Background: an optimization exercise with open tools, aiming at small area, a short achievable clock period and few clock cycles. Do not read the settings as production practice.
At most, simulation tests tie the RTL to the original design; equivalence was not proved.
For run 2, only the layout was checked, not whether the RTL still works.

$ cat flow/config.mk
export PLATFORM = sky130hd
export DESIGN_NAME = matrix_coprocessor_seq
export DESIGN_NICKNAME = matrix_coprocessor_seq
export VERILOG_FILES = /design/flow/design.v
export SDC_FILE = /design/flow/constraint.sdc
export NUM_CORES = 4
export LEC_CHECK = 0
export CAP_MARGIN = 20
export CORE_MARGIN = 2
export CORE_UTILIZATION = 30
export PLACE_DENSITY = 0.45
export SLEW_MARGIN = 20
$ cat flow/constraint.sdc
create_clock -name core_clock -period 28.0 [get_ports {clk}]
set_input_delay 5.6000 -clock core_clock [delete_from_list [all_inputs] [get_ports {clk}]]
set_output_delay 5.6000 -clock core_clock [all_outputs]
set_load 0.01 [all_outputs]
$ cat flow/design.v
package matrix_coprocessor_pkg;
    localparam logic [2:0] OP_ADD   = 3'b000;
    localparam logic [2:0] OP_SUB   = 3'b001;
    localparam logic [2:0] OP_MMUL  = 3'b010;
    localparam logic [2:0] OP_SMUL  = 3'b011;
    localparam logic [2:0] OP_TRANS = 3'b101;
    localparam logic [2:0] OP_NEG   = 3'b110;
endpackage
module matrix_elem_alu (
    input  logic [39:0] row,
    input  logic [39:0] col,
    output logic [7:0]  elem,
    output logic        elem_ovf
);
    localparam int W = 18;
    localparam logic [W-1:0] K = W'(5 * (256 - 32768));
    logic [W-1:0] pp [5][8];
    logic [W-1:0] acc;
    always_comb begin
        for (int k = 0; k < 5; k++) begin
            for (int i = 0; i < 8; i++) begin
                pp[k][i] = '0;
                for (int j = 0; j < 8; j++) begin
                    pp[k][i][i+j] = (row[k*8+i] & col[k*8+j]) ^ ((i == 7) != (j == 7));
                end
            end
        end
    end
    always_comb begin
        acc = K;
        for (int k = 0; k < 5; k++)
            for (int i = 0; i < 8; i++)
                acc = acc + pp[k][i];
    end
    assign elem     = acc[7:0];
    assign elem_ovf = !((&acc[W-1:7]) || !(|acc[W-1:7]));
endmodule
import matrix_coprocessor_pkg::*;
module matrix_coprocessor_seq (
    input  logic         clk,
    input  logic         reset,
    input  logic         start,
    input  logic [2:0]   op_code,
    input  logic [1:0]   matrix_size,
    input  logic [199:0] matrix_a,
    input  logic [199:0] matrix_b,
    input  logic [7:0]   scalar,
    output logic         busy,
    output logic         done,
    output logic         overflow,
    output logic         error,
    output logic [199:0] result
);
    logic         busy_q, done_q;
    logic [199:0] result_q;
    logic [199:0] b_q;
    logic         ovf_q, err_q;
    logic [4:0]   rsel_q;       
    logic [4:0]   act_q;        
    logic         accept;
    logic [4:0]   act;          
    logic         is_add, is_sub, is_neg, is_trans, is_mul, is_smul, op_ok;
    assign accept = start && !busy_q && !done_q;
    always_comb begin
        case (matrix_size)
            2'd0:    act = 5'b00011;
            2'd1:    act = 5'b00111;
            2'd2:    act = 5'b01111;
            default: act = 5'b11111;
        endcase
    end
    assign is_add   = (op_code == OP_ADD);
    assign is_sub   = (op_code == OP_SUB);
    assign is_neg   = (op_code == OP_NEG);
    assign is_trans = (op_code == OP_TRANS);
    assign is_smul  = (op_code == OP_SMUL);
    assign is_mul   = (op_code == OP_MMUL) || (op_code == OP_SMUL);
    assign op_ok    = !((op_code == 3'b100) || (op_code == 3'b111));
    logic [199:0] load_res;
    logic [199:0] load_b;
    logic [24:0]  load_ovf;
    always_comb begin
        for (int r = 0; r < 5; r++) begin
            for (int c = 0; c < 5; c++) begin
                logic [7:0] a, b, at, x, y;
                logic [8:0] s;
                logic       cin;
                a   = matrix_a[(r*5+c)*8 +: 8];
                b   = matrix_b[(r*5+c)*8 +: 8];
                at  = matrix_a[(c*5+r)*8 +: 8];
                x   = is_neg ? 8'd0 : a;
                y   = is_sub ? ~b : (is_neg ? ~a : b);
                cin = is_sub || is_neg;
                s   = {x[7], x} + {y[7], y} + {8'd0, cin};
                if (!(act[r] && act[c]) || !op_ok || reset)
                    load_res[(r*5+c)*8 +: 8] = 8'd0;
                else if (is_trans)
                    load_res[(r*5+c)*8 +: 8] = at;
                else if (is_mul)
                    load_res[(r*5+c)*8 +: 8] = a;
                else
                    load_res[(r*5+c)*8 +: 8] = s[7:0];
                load_ovf[r*5+c] = act[r] && act[c] && (is_add || is_sub || is_neg)
                                  && (s[8] != s[7]);
                if (is_smul)
                    load_b[(r*5+c)*8 +: 8] = (r == c) ? scalar : 8'd0;
                else
                    load_b[(r*5+c)*8 +: 8] = b;
            end
        end
    end
    logic [39:0]  arow;
    logic [39:0]  newrow;
    logic [4:0]   col_ovf;
    logic         last_row;
    always_comb begin
        arow = '0;
        for (int r = 0; r < 5; r++)
            if (rsel_q[r]) arow = arow | result_q[r*40 +: 40];
    end
    for (genvar c = 0; c < 5; c++) begin : g_col
        logic [7:0] e;
        logic       o;
        matrix_elem_alu u_dot (
            .row      (arow),
            .col      ({b_q[(4*5+c)*8 +: 8], b_q[(3*5+c)*8 +: 8], b_q[(2*5+c)*8 +: 8],
                        b_q[(1*5+c)*8 +: 8], b_q[(0*5+c)*8 +: 8]}),
            .elem     (e),
            .elem_ovf (o)
        );
        assign newrow[c*8 +: 8] = act_q[c] ? e : 8'd0;
        assign col_ovf[c]       = act_q[c] && o;
    end
    assign last_row = |(rsel_q & act_q & ~{1'b0, act_q[4:1]});
    always_ff @(posedge clk) begin
        if (reset) begin
            busy_q <= 1'b0;
            done_q <= 1'b0;
        end else if (accept) begin
            busy_q <= op_ok && is_mul;
            done_q <= !(op_ok && is_mul);
        end else if (busy_q) begin
            busy_q <= !last_row;
            done_q <= last_row;
        end else begin
            done_q <= 1'b0;
        end
    end
    always_ff @(posedge clk) begin
        if (!busy_q) begin
            b_q    <= load_b;
            act_q  <= act;
            rsel_q <= 5'b00001;
        end else begin
            rsel_q <= {rsel_q[3:0], 1'b0};
        end
    end
    always_ff @(posedge clk) begin
        if (accept || reset) begin
            result_q <= load_res;
        end else if (busy_q) begin
            for (int r = 0; r < 5; r++)
                if (rsel_q[r]) result_q[r*40 +: 40] <= newrow;
        end
    end
    always_ff @(posedge clk) begin
        if (reset) begin
            ovf_q    <= 1'b0;
            err_q    <= 1'b0;
        end else if (accept) begin
            ovf_q    <= op_ok && (|load_ovf);
            err_q    <= !op_ok;
        end else if (busy_q) begin
            ovf_q <= ovf_q | (|col_ovf);
        end
    end
    assign busy     = busy_q;
    assign done     = done_q;
    assign result   = result_q;
    assign overflow = ovf_q;
    assign error    = err_q;
endmodule
$ cat flow/run.sh
#!/bin/bash
# synth_recipe.tcl (not shown) runs the flow's synth.tcl, then flattens the netlist and writes it again
# the make line also repeats each setting of config.mk as NAME=value (left out here)
make -C /OpenROAD-flow-scripts/flow DESIGN_CONFIG=/design/flow/config.mk WORK_HOME=/design/flow/orfs CLKGATE_MAP_FILE= SYNTH_SCRIPT=/design/flow/synth_recipe.tcl finish
==> results.sh, run 1 <==
export IMPL_first_iter_violations=7532
export IMPL_wl_met1_um=173000
export IMPL_worst_path_buf_inv=3
export IMPL_grt_pass1_wl_um=565000
export IMPL_cpPeakStageDelay_ns=0.66
export IMPL_hold_viol=0
export IMPL_yosys_area_share_xor_xnor_pct=2.57
export IMPL_cts_tree="yes"
export IMPL_die_area_um2=268000
export IMPL_path_delay_family="compound AO/OA/AOI/OAI gates"
export IMPL_finalCritPeriodShare_pct=42.1
export IMPL_dpl_instance_area_um2=89200
export IMPL_vias=67260
export IMPL_fin_setup_tns_ns=0
export IMPL_dp_cells=12403
export IMPL_insertion_delay_ns=0.69
export IMPL_rsz0062_at_grt="no"
export IMPL_setup_viol=0
export IMPL_max_cap_violations=0
export IMPL_grt_util_all_layers_pct=30.0
export IMPL_crit_chain="clkdlybuf4s50_1, nand2b_1, o21ai_4, buf_12, buf_4, nand2_1, o21ai_0, o21ai_0, fa_1, fa_1, a21o_1, a221o_1, o41ai_1, xnor2_1, nand4_1, o31ai_1, a41oi_1, o31ai_1, a31oi_1"
export IMPL_synth_cell_types=70
export IMPL_synth_warnings=3
export IMPL_cts_resized=0
export IMPL_start_util_pct=30.2
export IMPL_end_kind="flip-flop"
export IMPL_io_pins=620
export IMPL_overflow=0
export IMPL_synth_area_leader_cell="fa_1"
export IMPL_seq_area_frac_synth_pct=15.5
export IMPL_synth_cell_area_um2=79200
export IMPL_synth_mux_area_share_pct=0.177
export IMPL_cts_buffer_depth=3
export IMPL_synth_edf_count=403
export IMPL_slew_headroom_pct=17.5
export IMPL_fin_skew_ns=0.0316
export IMPL_ys_top_cells_by_area="fa_1 (38%), edfxtp_1 (15%), and2_1 (8.3%)"
export IMPL_ys_ff_latch=412
export IMPL_synth_compound_area_share_pct=10.5
export IMPL_cts_htree_levels=2
export IMPL_synth_nets=11004
export IMPL_synth_top_family_by_area="adder cells"
export IMPL_clock_sinks=412
export IMPL_layout_cells_non_filler=12561
export IMPL_wl_per_cell_um=32.4
export IMPL_top_layer="met5"
export IMPL_synthFlopType="edfxtp_1"
export IMPL_syn_mean_instance_area_um2=9.22
export IMPL_drt_wl_total_um=407000
export IMPL_io_buffer_count=619
export IMPL_grt_pass1_vias=69099
export IMPL_drv_slew=0
export IMPL_core_area_um2=262000
export IMPL_drc=0
export IMPL_synth_async_reset_ratio_pct=0
export IMPL_synth_simple_area_share_pct=18.0
export IMPL_die_h_um=518
export IMPL_num_rows=188
export IMPL_critPathRequiredTime_ns=28.55
export IMPL_synth_adder_area_share_pct=45.9
export IMPL_numCtsBuffers=51
export IMPL_firstDrtPassIters=8
export IMPL_syn2layout_area_growth_pct=15.0
export IMPL_wl_met3_um=32500
export IMPL_timing_fmax_mhz=84.9
export IMPL_vias_per_cell=5.35
export IMPL_die_w_um=518
export IMPL_cp_start_kind="primary input"
export IMPL_arrival_ns=12.32
export IMPL_drive_above_1_share_pct=2.89
export IMPL_ant_nets=0
export IMPL_worst_setup_path_type="primary input to flip-flop"
export IMPL_dr_wl_met2_um=176000
export IMPL_synth_top_area_share_pct=37.8
export IMPL_clk_pin_slew_ns=0.07
export IMPL_dpl_hpwl_um=339000
export IMPL_min_period_ns=11.78
export IMPL_fin_area_um2=91000
export IMPL_hold_path_class="flip-flop to flip-flop"
export IMPL_place_gp_congestion=0.949
export IMPL_antenna_found_initial=84
export IMPL_synthCells=8583
export IMPL_slowest_stage="o31ai_1"
export IMPL_layout_nets=11362
export IMPL_cts_root_buffer="clkbuf_16"
export IMPL_cts_setup_buffers=0
export IMPL_cts_hold_buf=0
export IMPL_grt_max_degree=114
export IMPL_worstPathMaxFanout=101
export IMPL_num_fill_cells=27034
export IMPL_status="timing/DRC/antenna clean"
export IMPL_worst_slew_pin_slew_ns=1.24
[worst register-to-register path, delay by kind of cell (launching register included)]
| family | cells | cell delay (ns) |
|---|---|---|
| xor+xnor | 1 | 0.15 |
| flops | 1 | 0.71 |
| compound gates | 6 | 1.64 |
| fa+ha+maj | 9 | 4.56 |
| buf+inv | 4 | 1.62 |
| simple gates | 5 | 2.04 |
[path summary, 6_finish.rpt]
check                                 from  endpoint  slack [ns]  cells past startpoint
worst max-delay path            op_code[2]     ovf_q       16.22                     19
worst min-delay path                 err_q     err_q        0.67                      2
worst max register to register   rsel_q[3]     ovf_q       17.19                     25
worst min register to register       err_q     err_q        0.67                      2
[kinds of logic after synthesis]
| family | Yosys count |
|---|---|
| buffers and inverters | 1547 |
| xor gates and xnor gates | 231 |
| AOI/OAI and AO/OA | 1394 |
| muxes | 14 |
| DFF | 412 |
| adders and majority gates | 2005 |
| and+or+nand+nor | 2980 |
[registers in the layout (all words and copies together) (netlist names)]
register,count
busy_q,1
rsel_q,5
result_q,200
b_q,200
ovf_q,1
err_q,1
done_q,1
act_q,3
[synthesized netlist by cell type, types with 14 or more instances]
cell type,number
a222oi_1,40
xor2_1,124
nor3_1,48
xnor2_1,106
and3_1,15
mux2i_1,14
a22oi_1,42
o211ai_1,121
buf_1,17
inv_1,1131
o21a_1,19
o21ai_0,718
o22ai_1,28
a21o_1,39
nand2_1,1523
clkbuf_1,398
a211oi_1,37
nand3_1,56
ha_1,510
o21bai_1,28
a21oi_1,228
o41ai_1,37
edfxtp_1,403
and2_1,1052
nor2b_1,20
nor2_1,199
fa_1,1495
[placed cells by master, fill, tap and decap left out, drive strengths merged, types with 122 or more instances in the layout]
master	n
a21oi	228
and2	1052
clkdlybuf4s50	619
edfxtp	403
fa	1495
ha	510
inv	1135
nand2	1523
nor2	199
o211ai	122
o21ai	718
xor2	124
[final cells by class]
cell class | instances | area [um^2] | area share, %
multi-input cells | 6624 | 61200 | 67.3
flip-flops and latches | 412 | 12300 | 13.5
repair buffers | 721 | 6990 | 7.68
inverters | 1131 | 4250 | 4.67
clock inverters | 34 | 344 | 0.378
well taps | 3515 | 4400 | 4.83
diodes | 63 | 158 | 0.173
clock buffers | 61 | 1340 | 1.47
[routing by layer]
layer / up-vias / GRT usage [%]
met5: - / 0
met4: 28 / 16.1
met3: 578 / 5.44
met2: 3301 / 45.2
met1: 35202 / 40.9
li1: 28151 / -
[per-stage QoR]
step | setup WS (ns) | hold WS (ns) | util, %
floorplan | 18.31 | 0.531 | -
global placement | 15.68 | 0.627 | 34.0
detailed placement | 15.74 | 0.624 | 34.0
CTS | 16.45 | 0.644 | 34.6
global route | 16.05 | 0.691 | 34.7
finish | 16.22 | 0.670 | 34.7
Testbench counts, summed over its fixed seeds: cycles 6,335.
==> run 2, diff against run 1 <==
--- a/flow/design.v
+++ b/flow/design.v
@@ -93,5 +93,5 @@
                 cin = is_sub || is_neg;
                 s   = {x[7], x} + {y[7], y} + {8'd0, cin};
-                if (!(act[r] && act[c]) || !op_ok || reset)
+                if (!(act[r] && act[c]) || !op_ok)
                     load_res[(r*5+c)*8 +: 8] = 8'd0;
                 else if (is_trans)
@@ -148,5 +148,5 @@
     end
     always_ff @(posedge clk) begin
-        if (!busy_q) begin
+        if (accept) begin
             b_q    <= load_b;
             act_q  <= act;
@@ -157,19 +157,15 @@
     end
     always_ff @(posedge clk) begin
-        if (accept || reset) begin
+        if (reset) begin
+            result_q <= '0;
+            ovf_q    <= 1'b0;
+            err_q    <= 1'b0;
+        end else if (accept) begin
             result_q <= load_res;
+            ovf_q    <= op_ok && (|load_ovf);
+            err_q    <= !op_ok;
         end else if (busy_q) begin
             for (int r = 0; r < 5; r++)
                 if (rsel_q[r]) result_q[r*40 +: 40] <= newrow;
-        end
-    end
-    always_ff @(posedge clk) begin
-        if (reset) begin
-            ovf_q    <= 1'b0;
-            err_q    <= 1'b0;
-        end else if (accept) begin
-            ovf_q    <= op_ok && (|load_ovf);
-            err_q    <= !op_ok;
-        end else if (busy_q) begin
             ovf_q <= ovf_q | (|col_ovf);
         end
==> run 2 against run 1 <==
Sequential share of layout area down 2.3 points. Critical path type unchanged. Utilization down 0.11 points. Hold slack worse by 0.17 ns. Highest routed layer unchanged.
==> results.sh, run 2 <==
export IMPL_rsz0062_at_grt="no"
export IMPL_overflow=0
export IMPL_vias=70571
export IMPL_drv_slew=0
export IMPL_synth_nets=11447
export IMPL_cts_hold_buf=0
export IMPL_firstDrtPassIters=9
export IMPL_hold_end="err_q"
export IMPL_cts_buffer_depth=3
export IMPL_syn_mean_instance_area_um2=8.86
export IMPL_drive_above_1_share_pct=3.10
export IMPL_synth_warnings=3
export IMPL_seq_area_frac_synth_pct=12.8
export IMPL_dp_cells=12795
export IMPL_clock_sinks=412
export IMPL_place_gp_congestion=0.992
export IMPL_setup_viol=0
export IMPL_io_buffer_count=619
export IMPL_grt_util_all_layers_pct=30.2
export IMPL_r2r_setup_slack_ns=16.87
export IMPL_synth_area_leader_cell="fa_1"
export IMPL_synth_edf_count=203
export IMPL_hold_viol=0
export IMPL_drc=0
export IMPL_syn2layout_area_growth_pct=14.6
export IMPL_core_area_um2=265000
export IMPL_die_h_um=520
export IMPL_synth_top_area_share_pct=37.4
export IMPL_status="timing/DRC/antenna clean"
export IMPL_pre_cts_slack_ns=14.83
export IMPL_reg2reg_depth=28
export IMPL_insertion_delay_ns=0.71
export IMPL_ant_nets=0
export IMPL_hold_path_class="flip-flop to flip-flop"
export IMPL_synth_cell_types=82
export IMPL_ys_top_cells_by_area="fa_1 (37%), and2_1 (8.2%), ha_1 (8.0%)"
export IMPL_fin_setup_tns_ns=0
export IMPL_cts_tree="yes"
export IMPL_grt_pass1_vias=71828
export IMPL_synth_cell_area_um2=80000
export IMPL_cts_resized=0
export IMPL_worstPathMaxFanout=65
export IMPL_wl_per_cell_um=32.0
export IMPL_final_cell_mix="nand2_1 (1605), fa_1 (1495), inv_1 (1133)"
export IMPL_first_iter_violations=7982
export IMPL_layout_commonest_cell="nand2_1"
export IMPL_dpl_hpwl_um=344000
export IMPL_clk_pin_slew_ns=0.07
export IMPL_hold_depth=2
export IMPL_cp_start_kind="primary input"
export IMPL_numCtsBuffers=53
export IMPL_synthTopCellsByCount="nand2_1 (1649), fa_1 (1495), inv_1 (1133), and2_1 (1049), ha_1 (510)"
export IMPL_end_kind="flip-flop"
export IMPL_cts_htree_levels=2
export IMPL_num_rows=189
export IMPL_critPathRequiredTime_ns=28.57
export IMPL_synth_async_reset_ratio_pct=0
export IMPL_vias_per_cell=5.45
export IMPL_grt_max_degree=199
export IMPL_grt_pass1_wl_um=575000
export IMPL_die_area_um2=271000
export IMPL_setup_ws_ns=15.44
export IMPL_drt_wl_total_um=414000
export IMPL_layout_cells_non_filler=12944
export IMPL_synthCells=9026
export IMPL_worst_r2r_endpoint="ovf_q"
export IMPL_synthFlopType="dfxtp_1"
export IMPL_worst_slew_pin_slew_ns=1.14
export IMPL_r2r_start="rsel_q[0]"
export IMPL_ys_ff_latch=412
export IMPL_start_util_pct=30.2
export IMPL_io_pins=620
export IMPL_finalCritPeriodShare_pct=44.9
export IMPL_cts_root_buffer="clkbuf_16"
export IMPL_reg_top3="b_q: 200 flops, result_q: 200 flops, rsel_q: 5 flops"
export IMPL_fin_area_um2=91700
export IMPL_utilization_pct=34.6
export IMPL_die_w_um=520
export IMPL_dpl_instance_area_um2=89800
export IMPL_timing_fmax_mhz=79.6
export IMPL_slew_headroom_pct=23.8
export IMPL_cts_setup_buffers=0
export IMPL_min_period_ns=12.56
export IMPL_min_delay_start="err_q"
export IMPL_yosysMostFrequentCell="nand2_1"
export IMPL_arrival_ns=13.13
export IMPL_antenna_found_initial=69
export IMPL_fin_skew_ns=0.0511
export IMPL_max_cap_violations=0
export IMPL_worst_setup_path_type="primary input to flip-flop"
export IMPL_layout_nets=11738
run 2: cell types whose count changed after synthesis, moves of 47 or more:
cell and delta:
clkbuf_1 +47, nand2_1 +126, a21oi_1 -91, nor2_1 +198, a311oi_1 +170, dfxtp_1 +200
edfxtp_1 -200, o21ai_0 -224, o211ai_1 +139
run 2: worst max path at each step:
stage,startpoint,endpoint,slack (ns),cells after the start
2_1_floorplan,start,done_q,15.38,6
3_3_place_gp,op_code[0],ovf_q,14.85,21
3_5_place_dp,op_code[0],ovf_q,14.83,21
4_1_cts,op_code[0],ovf_q,15.60,21
5_1_grt,op_code[0],ovf_q,15.06,21
6_report,op_code[0],ovf_q,15.44,21
run 2: stage by stage:
stage	hold slack (ns)
finish	0.501
global route	0.539
CTS	0.504
detailed placement	0.490
global placement	0.490
floorplan	0.488
run 2: logic make-up after synthesis:
kind of cell	share of synthesized area, %
buf+inv	7.58
flops	12.8
compound gates	11.9
simple gates	19.7
mux	0.0375
xor+xnor	2.51
fa+ha+maj	45.4
run 2: cell type report:
type                       count  area (um^2)
antenna                       49          123
clock buffer                  68         1450
clock inverter                32          342
fill                       27425       173000
inverter                    1134         4260
multi-input combinational   7000        63800
sequential                   412        10300
tap                         3533         4420
timing repair buffer         716         6980
run 2: critical path: stages:
cell	delay, ns
clkdlybuf4s50_1	0.62
nand2b_1	0.26
or2_4	0.39
nand2_4	0.58
buf_4	0.67
buf_4	0.53
buf_4	0.74
nand2_1	0.10
o21ai_0	0.09
o21ai_0	0.15
fa_1	0.51
fa_1	0.48
a21o_1	0.18
a21oi_1	0.21
o21ai_1	0.14
o41ai_1	0.38
xnor2_1	0.24
and4_1	0.37
a21oi_1	0.11
a2111oi_1	0.44
nor4_2	0.09
run 2: layer usage:
layer | vias to the layer above | routed length [um] | GRT usage, % | share of wire [%]
met5 | - | 161 | 0 | 0.039
met1 | 36388 | 168000 | 39.4 | 41
li1 | 29657 | - | - | -
met2 | 3748 | 182000 | 46.7 | 44
met4 | 22 | 28600 | 17.6 | 6.9
met3 | 756 | 35000 | 5.86 | 8.5
==> run 3, diff against run 2 <==
--- a/flow/design.v
+++ b/flow/design.v
@@ -60,5 +60,5 @@
     logic         accept;
     logic [4:0]   act;          
-    logic         is_add, is_sub, is_neg, is_trans, is_mul, is_smul, op_ok;
+    logic         is_addsub, is_add, is_sub, is_neg, is_trans, is_mul, is_smul, op_ok;
     assign accept = start && !busy_q && !done_q;
     always_comb begin
@@ -73,4 +73,5 @@
     assign is_sub   = (op_code == OP_SUB);
     assign is_neg   = (op_code == OP_NEG);
+    assign is_addsub = is_add || is_sub;
     assign is_trans = (op_code == OP_TRANS);
     assign is_smul  = (op_code == OP_SMUL);
@@ -89,14 +90,10 @@
                 b   = matrix_b[(r*5+c)*8 +: 8];
                 at  = matrix_a[(c*5+r)*8 +: 8];
-                x   = is_neg ? 8'd0 : a;
-                y   = is_sub ? ~b : (is_neg ? ~a : b);
+                x   = is_trans ? at : (is_neg ? 8'd0 : a);
+                y   = is_addsub ? (b ^ {8{is_sub}}) : (is_neg ? ~a : 8'd0);
                 cin = is_sub || is_neg;
                 s   = {x[7], x} + {y[7], y} + {8'd0, cin};
-                if (!(act[r] && act[c]) || !op_ok)
+                if (!(act[r] && act[c]) || !op_ok || reset)
                     load_res[(r*5+c)*8 +: 8] = 8'd0;
-                else if (is_trans)
-                    load_res[(r*5+c)*8 +: 8] = at;
-                else if (is_mul)
-                    load_res[(r*5+c)*8 +: 8] = a;
                 else
                     load_res[(r*5+c)*8 +: 8] = s[7:0];
@@ -113,10 +110,7 @@
     logic [39:0]  newrow;
     logic [4:0]   col_ovf;
+    logic [4:0]   last_act;     
     logic         last_row;
-    always_comb begin
-        arow = '0;
-        for (int r = 0; r < 5; r++)
-            if (rsel_q[r]) arow = arow | result_q[r*40 +: 40];
-    end
+    assign arow = result_q[39:0];
     for (genvar c = 0; c < 5; c++) begin : g_col
         logic [7:0] e;
@@ -132,5 +126,6 @@
         assign col_ovf[c]       = act_q[c] && o;
     end
-    assign last_row = |(rsel_q & act_q & ~{1'b0, act_q[4:1]});
+    assign last_act = act_q & ~{1'b0, act_q[4:1]};
+    assign last_row = |(rsel_q & last_act);
     always_ff @(posedge clk) begin
         if (reset) begin
@@ -148,5 +143,5 @@
     end
     always_ff @(posedge clk) begin
-        if (accept) begin
+        if (!busy_q) begin
             b_q    <= load_b;
             act_q  <= act;
@@ -157,18 +152,26 @@
     end
     always_ff @(posedge clk) begin
-        if (reset) begin
-            result_q <= '0;
-            ovf_q    <= 1'b0;
-            err_q    <= 1'b0;
-        end else if (accept) begin
+        if (accept || reset) begin
             result_q <= load_res;
-            ovf_q    <= op_ok && (|load_ovf);
-            err_q    <= !op_ok;
         end else if (busy_q) begin
-            for (int r = 0; r < 5; r++)
-                if (rsel_q[r]) result_q[r*40 +: 40] <= newrow;
-            ovf_q <= ovf_q | (|col_ovf);
+            for (int r = 0; r < 4; r++)
+                result_q[r*40 +: 40] <= last_act[r] ? newrow : result_q[(r+1)*40 +: 40];
+            if (last_act[4]) result_q[160 +: 40] <= newrow;
         end
     end
+    logic [4:0] ovfv_q;
+    always_ff @(posedge clk) begin
+        if (reset) begin
+            ovfv_q <= '0;
+            err_q  <= 1'b0;
+        end else if (accept) begin
+            for (int r = 0; r < 5; r++)
+                ovfv_q[r] <= op_ok && (|load_ovf[r*5 +: 5]);
+            err_q <= !op_ok;
+        end else if (busy_q) begin
+            ovfv_q <= ovfv_q | col_ovf;
+        end
+    end
+    assign ovf_q = |ovfv_q;
     assign busy     = busy_q;
     assign done     = done_q;
==> flow/flow/run.sh (new file) <==
#!/bin/bash
# The standard layout (standard.sh: the standard flow's synthesis, floorplan, placement,
# CTS and routing), with timing repair asked to leave extra setup slack.
# The clock period and constraints are the design's own, unchanged.
set -euo pipefail
export SETUP_SLACK_MARGIN=20
bash standard.sh > standard_make.log 2>&1
==> flow/standard.sh (new file) <==
#!/bin/bash
# synth_recipe.tcl (not shown) runs the flow's synth.tcl, then flattens the netlist and writes it again
# the make line also repeats each setting of config.mk as NAME=value (left out here)
make -C /OpenROAD-flow-scripts/flow DESIGN_CONFIG=/design/flow/config.mk WORK_HOME=/design/flow/orfs CLKGATE_MAP_FILE= SYNTH_SCRIPT=/design/flow/synth_recipe.tcl "${@:-finish}"
--- a/flow/config.mk
+++ b/flow/config.mk
@@ -8,5 +8,5 @@
 export CAP_MARGIN = 20
 export CORE_MARGIN = 2
-export CORE_UTILIZATION = 30
-export PLACE_DENSITY = 0.45
+export CORE_UTILIZATION = 55
+export PLACE_DENSITY = 0.65
 export SLEW_MARGIN = 20
removed: flow/run.sh
==> run 3 against run 2 <==
Flip-flop and latch count is 4 higher. First-iteration DRC count is 8.8% higher. Fmax grew 45%. Global-route usage rose by 18 points. Clock skew is 0.015 ns lower.
==> results.sh, run 3 <==
export IMPL_status="timing/DRC/antenna clean"
export IMPL_slew_headroom_pct=20.1
export IMPL_layout_cells_non_filler=10334
export IMPL_drc=0
export IMPL_ys_ff_latch=416
export IMPL_io_buffer_count=619
export IMPL_synth_warnings=3
export IMPL_synthFlopType="edfxtp_1"
export IMPL_cts_root_buffer="clkbuf_16"
export IMPL_r2r_start="result_q[12]"
export IMPL_wl_per_cell_um=33.3
export IMPL_antenna_found_initial=78
export IMPL_arrival_ns=9.19
export IMPL_yosys_area_share_xor_xnor_pct=4.85
export IMPL_synth_edf_count=403
export IMPL_syn_mean_instance_area_um2=9.87
export IMPL_synth_cell_area_um2=77200
export IMPL_worst_r2r_endpoint="ovfv_q[0]"
export IMPL_syn2layout_area_growth_pct=17.7
export IMPL_drv_slew=0
export IMPL_synthTopCellsByCount="fa_1 (1495), nand2_1 (1163), inv_1 (1127), and2_1 (893), ha_1 (510)"
export IMPL_final_cell_mix="fa_1 (1445), nand2_1 (1157), inv_1 (1124)"
export IMPL_clk_pin_slew_ns=0.07
export IMPL_cts_tree="yes"
export IMPL_pre_cts_slack_ns=16.78
export IMPL_reg2reg_depth=20
export IMPL_synth_area_leader_cell="fa_1"
export IMPL_yosysMostFrequentCell="fa_1"
export IMPL_hold_end="rsel_q[2]"
export IMPL_firstDrtPassIters=6
export IMPL_r2r_setup_slack_ns=19.71
export IMPL_drive_above_1_share_pct=7.19
export IMPL_seq_area_frac_synth_pct=16.0
export IMPL_critPathRequiredTime_ns=28.51
export IMPL_place_gp_congestion=1.09
export IMPL_numCtsBuffers=49
export IMPL_grt_max_degree=82
export IMPL_num_rows=137
export IMPL_fin_skew_ns=0.0359
export IMPL_cts_hold_buf=0
export IMPL_timing_fmax_mhz=115
export IMPL_synth_simple_area_share_pct=15.4
export IMPL_cts_buffer_depth=3
export IMPL_synth_compound_area_share_pct=8.68
export IMPL_fin_setup_tns_ns=0
export IMPL_setup_ws_ns=19.32
export IMPL_die_w_um=379
export IMPL_synth_top_area_share_pct=38.8
export IMPL_synth_cell_types=69
export IMPL_end_kind="flip-flop"
export IMPL_overflow=0
export IMPL_hold_viol=0
export IMPL_worstPathMaxFanout=8
export IMPL_grt_util_all_layers_pct=47.8
export IMPL_insertion_delay_ns=0.68
export IMPL_synth_mux_area_share_pct=0.728
export IMPL_hold_depth=2
export IMPL_synthCells=7823
export IMPL_synth_nets=10244
export IMPL_core_area_um2=139000
export IMPL_hold_path_class="flip-flop to flip-flop"
export IMPL_min_delay_start="rsel_q[1]"
export IMPL_layout_nets=10793
export IMPL_reg_top3="b_q: 200 flops, result_q: 200 flops"
export IMPL_setup_viol=0
export IMPL_dpl_hpwl_um=265000
export IMPL_cp_start_kind="primary input"
export IMPL_ant_nets=0
export IMPL_io_pins=620
export IMPL_layout_commonest_cell="fa_1"
export IMPL_die_h_um=379
export IMPL_grt_pass1_vias=67456
export IMPL_synth_adder_area_share_pct=47.0
export IMPL_num_fill_cells=11282
export IMPL_worst_slew_pin_slew_ns=1.20
export IMPL_rsz0062_at_grt="yes"
export IMPL_grt_pass1_wl_um=479000
export IMPL_max_cap_violations=0
export IMPL_dp_cells=10040
export IMPL_vias=65757
export IMPL_clock_sinks=416
export IMPL_die_area_um2=143000
export IMPL_cts_htree_levels=2
export IMPL_ys_top_cells_by_area="fa_1 (39%), edfxtp_1 (16%), ha_1 (8.3%)"
export IMPL_vias_per_cell=6.36
export IMPL_first_iter_violations=8687
export IMPL_min_period_ns=8.68
export IMPL_finalCritPeriodShare_pct=31.0
export IMPL_synth_async_reset_ratio_pct=0
export IMPL_synth_top_family_by_area="adder cells"
export IMPL_drt_wl_total_um=344000
export IMPL_worst_setup_path_type="primary input to flip-flop"
export IMPL_start_util_pct=55.4
run 3: logic make-up (layout without fill, tap and decap cells):
logic type,count (synthesis),after routing
buf+inv,1490,2078
fa+ha+maj,2005,2005
other cells,0,46
flops,416,416
compound gates,993,993
mux,56,56
simple gates,2436,2437
xor+xnor,427,427
run 3: per-stage QoR:
step                util [%]  hold WS (ns)  area (um^2)
floorplan                  -         0.411        78000
global placement        61.5         0.418        85700
detailed placement      61.5         0.433        85700
CTS                     64.0         0.443        89300
global route            65.2         0.462        90800
finish                  65.2         0.428        90900
run 3: how the worst max path moves through the flow:
stage	from	to	cells past startpoint
floorplan	start	result_q[0]	6
global placement	op_code[2]	ovfv_q[2]	16
detailed placement	op_code[2]	ovfv_q[2]	16
CTS	op_code[0]	ovfv_q[3]	15
global route	op_code[0]	ovfv_q[2]	17
finish	op_code[0]	ovfv_q[4]	17
run 3: what timing repair did:
action                                  CTS  global route
gates resized for setup                 103           155
gates cloned                             29             6
endpoints found under the setup margin  287           124
buffers inserted                         55            66
pin swaps                                65           122
run 3: worst max-delay path, stage by stage:
cell and delay (ns):
buf_16 0.11, nand3b_1 0.22, buf_12 0.18, nor2b_4 0.15, buf_12 0.15, buf_12 0.14, a22o_1 0.19, fa_2 0.38
fa_2 0.37, a21oi_2 0.16, o211ai_1 0.16, nor4_2 0.30, nor3_2 0.10, xnor2_2 0.41, nand3_2 0.17, nor4_4 0.31
nor3_1 0.08
run 3: area by class of cell:
class | count | area [um^2] | area share [%]
Inverter | 1127 | 4230 | 4.66
Antenna cell | 46 | 115 | 0.127
Multi-Input combinational cell | 5918 | 60700 | 66.8
Clock buffer | 50 | 1230 | 1.35
Clock inverter | 41 | 639 | 0.704
Sequential cell | 416 | 12400 | 13.6
Timing Repair Buffer | 860 | 9260 | 10.2
Tap cell | 1876 | 2350 | 2.58
run 3: routing by layer:
metal  up-vias  global-route usage, %  share of wire, %
met5         -                      0             0.059
met4        32                   28.8               7.5
met3      1209                   18.2                15
met2      5137                   67.6                42
met1     33231                   62.1                36
li1      26148                      -                 -
Testbench counts of run 3, summed over its fixed seeds: cycles 6,335.

[re-timing with driven ports]
The flow's constraints put no driver on any port. The routed layouts listed below were extracted and timed again, unchanged, in two steps.
Step 1, drivers: a clkbuf_16 drives clk and a buf_2 each remaining input, both assumed.
Step 2, shift: input delay + t, output delay - t, t = (earliest + latest rising clock arrival at the registers) / 2. This alone moves slack from input paths to output paths.
Three values: ideal ports, drivers, drivers and shift; two values: the first two.
| run | shift t [ns] | setup WS [ns] | worst hold slack (ns) | slew at the worst register clock pin (ns) | worst data-port slew with drivers (ns) |
|---|---|---|---|---|---|
| run 1 | 0.772 | 16.225 / 16.292 / 15.520 | 0.670 / 0.670 / 0.670 | 0.08 / 0.08 | 0.33 |
| run 2 | 0.775 | 15.439 / 15.480 / 14.705 | 0.501 / 0.501 / 0.501 | 0.07 / 0.07 | 0.16 |
| run 3 | 0.756 | 19.323 / 19.250 / 18.494 | 0.428 / 0.428 / 0.428 | 0.08 / 0.08 | 0.23 |
After both steps setup and hold are still met in every run listed. The setup slack of run 3, which loses most, moves by -0.073 ns with the drivers and by -0.829 ns with both steps.
